From an optimization exercise on the open Yosys and OpenROAD flow, aimed at small area, a short achievable clock period and few clock cycles; shortcuts taken in it are not production practice.
Where RTL was checked, it was by simulation tests only, not by an equivalence proof against the original.

==> 06-15: inputs <==
==> flow/design.v <==
`timescale 1ns/100ps
module priority_queue_top (
    input  logic                  clk,
    input  logic                  reset,
    input  logic                  insert,
    input  logic [32-1:0] insert_data,
    input  logic                  remove,
    output logic                  busy,
    output logic                  full,
    output logic                  empty,
    output logic [32-1:0] data_out,
    output logic                  data_valid
);
    localparam int N = 16;
    localparam int W = 32;
    logic [N-1:0][W-1:0] slot;      
    logic [N-1:0] valid;         
    logic [W-1:0] key_q;         
    logic         ins_q;         
    logic         rem_q;         
    function automatic logic greater(input logic [W-1:0] a, input logic [W-1:0] b);
        logic c;
        c = 1'b0;
        for (int j = 0; j < W; j++) c = (a[j] & ~b[j]) | (a[j] & c) | (~b[j] & c);
        greater = c;
    endfunction
    logic [N-1:0] gt_q;          
    logic [N-1:0] cmp;           
    logic         cmp_key;       
    logic [N-1:0] gt_nx;
    always_comb begin
        cmp_key = greater(insert_data, key_q);
        for (int i = 0; i < N; i++) cmp[i] = !valid[i] || greater(insert_data, slot[i]);
        for (int i = 0; i < N; i++) begin
            if (rem_q) begin
                gt_nx[i] = (i == N - 1) ? 1'b1 : cmp[(i+1)%N];
            end else if (ins_q && gt_q[i]) begin
                gt_nx[i] = (i == 0 || !gt_q[(i+N-1)%N]) ? cmp_key : cmp[(i+N-1)%N];
            end else begin
                gt_nx[i] = cmp[i];
            end
        end
    end
    wire [N-1:0] gt = gt_q;
    logic [N-1:0] valid_nx;
    always_comb begin
        valid_nx = valid;
        if (ins_q) valid_nx = {valid[N-2:0], 1'b1};
        if (rem_q) valid_nx = {1'b0, valid[N-1:1]};
    end
    wire ins_ok = insert && !full;
    wire rem_ok = remove && !empty;
    logic [N-1:0] s_hold, s_key, s_up, s_dn;
    always_comb begin
        for (int i = 0; i < N; i++) begin
            s_dn[i]   = rem_q;
            s_key[i]  = ins_q && gt[i] && (i == 0 || !gt[i-1]);
            s_up[i]   = ins_q && gt[i] && i != 0 && gt[i-1];
            s_hold[i] = !rem_q && !(ins_q && gt[i]);
        end
    end
    logic [N-1:0][W-1:0] slot_nx;
    always_comb begin
        for (int i = 0; i < N; i++) begin
            slot_nx[i] = ({W{s_hold[i]}} & slot[i]) | ({W{s_key[i]}} & key_q);
            if (i > 0)     slot_nx[i] = slot_nx[i] | ({W{s_up[i]}} & slot[i-1]);
            if (i < N - 1) slot_nx[i] = slot_nx[i] | ({W{s_dn[i]}} & slot[i+1]);
        end
    end
    always_ff @(posedge clk) begin
        key_q     <= insert_data;
        slot      <= slot_nx;
        gt_q      <= gt_nx;
    end
    always_ff @(posedge clk) begin
        if (reset) begin
            valid     <= '0;
            ins_q     <= 1'b0;
            rem_q     <= 1'b0;
            full  <= 1'b0;
            empty <= 1'b1;
        end else begin
            valid     <= valid_nx;
            ins_q     <= ins_ok;
            rem_q     <= rem_ok;
            full  <= ins_ok ? valid_nx[N-2] : (!rem_ok && valid_nx[N-1]);
            empty <= !ins_ok && (rem_ok ? !valid_nx[1] : !valid_nx[0]);
        end
    end
    assign busy       = 1'b0;
    assign data_valid = rem_q;
    assign data_out   = slot[0];
endmodule
==> flow/run.sh <==
#!/bin/bash
# synth_recipe.tcl (not shown) runs the flow's synth.tcl, then flattens the netlist and writes it again
# the make line also repeats each setting of config.mk as NAME=value (left out here)
make -C /OpenROAD-flow-scripts/flow DESIGN_CONFIG=/design/flow/config.mk WORK_HOME=/design/flow/orfs CLKGATE_MAP_FILE= SYNTH_SCRIPT=/design/flow/synth_recipe.tcl finish
==> flow/config.mk <==
export PLATFORM = sky130hd
export DESIGN_NAME = priority_queue_top
export DESIGN_NICKNAME = priority_queue_top
export VERILOG_FILES = /design/flow/design.v
export SDC_FILE = /design/flow/constraint.sdc
export NUM_CORES = 4
export LEC_CHECK = 0
export CAP_MARGIN = 20
export CORE_MARGIN = 2
export CORE_UTILIZATION = 55
export PLACE_DENSITY = 0.7
export SETUP_SLACK_MARGIN = 3.5
export SLEW_MARGIN = 20
==> flow/constraint.sdc <==
create_clock -name core_clock -period 6.0 [get_ports {clk}]
set_input_delay 1.2000 -clock core_clock [delete_from_list [all_inputs] [get_ports {clk}]]
set_output_delay 1.2000 -clock core_clock [all_outputs]
set_load 0.01 [all_outputs]
==> 10-21 (differences from 06-15) <==
--- a/flow/design.v
+++ b/flow/design.v
@@ -26,20 +26,17 @@
     endfunction
-    logic [N-1:0] gt_q;          
-    logic [N-1:0] cmp;           
-    logic         cmp_key;       
-    logic [N-1:0] gt_nx;
+    logic [N-1:0] cmp_q;         
+    logic         cmp_key_q;     
+    logic [N-1:0] was_hold_q;    
+    logic [N-1:0] was_key_q;
+    logic [N-1:0] was_up_q;
+    logic         was_dn_q;
+    logic [N-1:0] gt;
     always_comb begin
-        cmp_key = greater(insert_data, key_q);
-        for (int i = 0; i < N; i++) cmp[i] = !valid[i] || greater(insert_data, slot[i]);
         for (int i = 0; i < N; i++) begin
-            if (rem_q) begin
-                gt_nx[i] = (i == N - 1) ? 1'b1 : cmp[(i+1)%N];
-            end else if (ins_q && gt_q[i]) begin
-                gt_nx[i] = (i == 0 || !gt_q[(i+N-1)%N]) ? cmp_key : cmp[(i+N-1)%N];
-            end else begin
-                gt_nx[i] = cmp[i];
-            end
+            gt[i] = (was_hold_q[i] & cmp_q[i]) | (was_key_q[i] & cmp_key_q);
+            if (i > 0)     gt[i] = gt[i] | (was_up_q[i] & cmp_q[(i+N-1)%N]);
+            if (i < N - 1) gt[i] = gt[i] | (was_dn_q & cmp_q[(i+1)%N]);
+            else           gt[i] = gt[i] | was_dn_q;
         end
     end
-    wire [N-1:0] gt = gt_q;
     logic [N-1:0] valid_nx;
@@ -72,3 +69,8 @@
         slot      <= slot_nx;
-        gt_q      <= gt_nx;
+        was_hold_q <= s_hold;
+        was_key_q  <= s_key;
+        was_up_q   <= s_up;
+        was_dn_q   <= rem_q;
+        cmp_key_q <= greater(insert_data, key_q);
+        for (int i = 0; i < N; i++) cmp_q[i] <= !valid[i] || greater(insert_data, slot[i]);
     end
==> flow/flow/run.sh (new file) <==
#!/bin/bash
# Standard layout, with the delay cells kept out of port buffering and timing repair.
set -euo pipefail
bash standard.sh synth > synth.log 2>&1
export DONT_USE_CELLS="sky130_fd_sc_hd__clkdlybuf4s15_1 sky130_fd_sc_hd__clkdlybuf4s15_2 sky130_fd_sc_hd__clkdlybuf4s18_1 sky130_fd_sc_hd__clkdlybuf4s18_2 sky130_fd_sc_hd__clkdlybuf4s25_1 sky130_fd_sc_hd__clkdlybuf4s25_2 sky130_fd_sc_hd__clkdlybuf4s50_1 sky130_fd_sc_hd__clkdlybuf4s50_2 sky130_fd_sc_hd__dlygate4sd1_1 sky130_fd_sc_hd__dlygate4sd2_1 sky130_fd_sc_hd__dlygate4sd3_1 sky130_fd_sc_hd__dlymetal6s2s_1 sky130_fd_sc_hd__dlymetal6s4s_1 sky130_fd_sc_hd__dlymetal6s6s_1"
export BUFFER_PORTS_ARGS="-buffer_cell sky130_fd_sc_hd__buf_4"
bash standard.sh finish > finish.log 2>&1
==> flow/standard.sh (new file) <==
#!/bin/bash
# synth_recipe.tcl (not shown) runs the flow's synth.tcl, then flattens the netlist and writes it again
# the make line also repeats each setting of config.mk as NAME=value (left out here)
make -C /OpenROAD-flow-scripts/flow DESIGN_CONFIG=/design/flow/config.mk WORK_HOME=/design/flow/orfs CLKGATE_MAP_FILE= SYNTH_SCRIPT=/design/flow/synth_recipe.tcl "${@:-finish}"
--- a/flow/config.mk
+++ b/flow/config.mk
@@ -10,4 +10,6 @@
 export CORE_UTILIZATION = 55
+export CTS_BUF_LIST = sky130_fd_sc_hd__clkbuf_4 sky130_fd_sc_hd__clkbuf_8
+export CTS_CLUSTER_SIZE = 20
 export PLACE_DENSITY = 0.7
-export SETUP_SLACK_MARGIN = 3.5
+export SETUP_SLACK_MARGIN = 3.45
 export SLEW_MARGIN = 20
removed: flow/run.sh
==> impl_metrics.json <==
{
  "die_area_um2": 65700,
  "cp.arrival_ns": 3.29,
  "switching_share": 0.387,
  "start_util": 0.556,
  "wl_met3_mm": 9.71,
  "outcome": "complete, no violations",
  "grt_pass1_wl_mm": 186,
  "clockBufferCount": 171
}
# the run above: 10-21

==> impl_metrics.json <==
{
  "start_util": 0.554,
  "cp.arrival_ns": 3.79,
  "outcome": "complete, no violations",
  "wl_met3_mm": 29.6,
  "die_area_um2": 61200
}
# the run above: 06-15

Testbench counts of 10-21, summed over its fixed seeds: cycles 3,600.
No functional check of the RTL was part of 06-15.

==> what the ideal ports hide <==
No port has a modelled driver above. Below, the same layouts with a new extraction and two added sets of constraints.
Step 1 sets driving cells, clkbuf_16 on the clock port and buf_2 on the other inputs (assumed; they add their load-dependent delay and slew).
Step 2, shift: input delay + t, output delay - t, t = (earliest + latest rising clock arrival at the registers) / 2. This alone moves slack from input paths to output paths.
a / b / c = ideal ports / drivers / drivers and shift; a / b = the first two.
run | shift t [ns] | slack for setup (ns) | worst register clock-pin slew, ns | worst slew at a driven data input, ns
06-15 | 0.684 | 2.710 / 2.753 / 2.069 | 0.07 / 0.07 | 0.08
10-21 | 0.794 | 3.347 / 3.337 / 2.543 | 0.07 / 0.07 | 0.17
After both steps every run listed still meets setup and hold. The setup slack of 10-21, which loses most, moves by -0.010 ns with the drivers and by -0.804 ns with both steps.
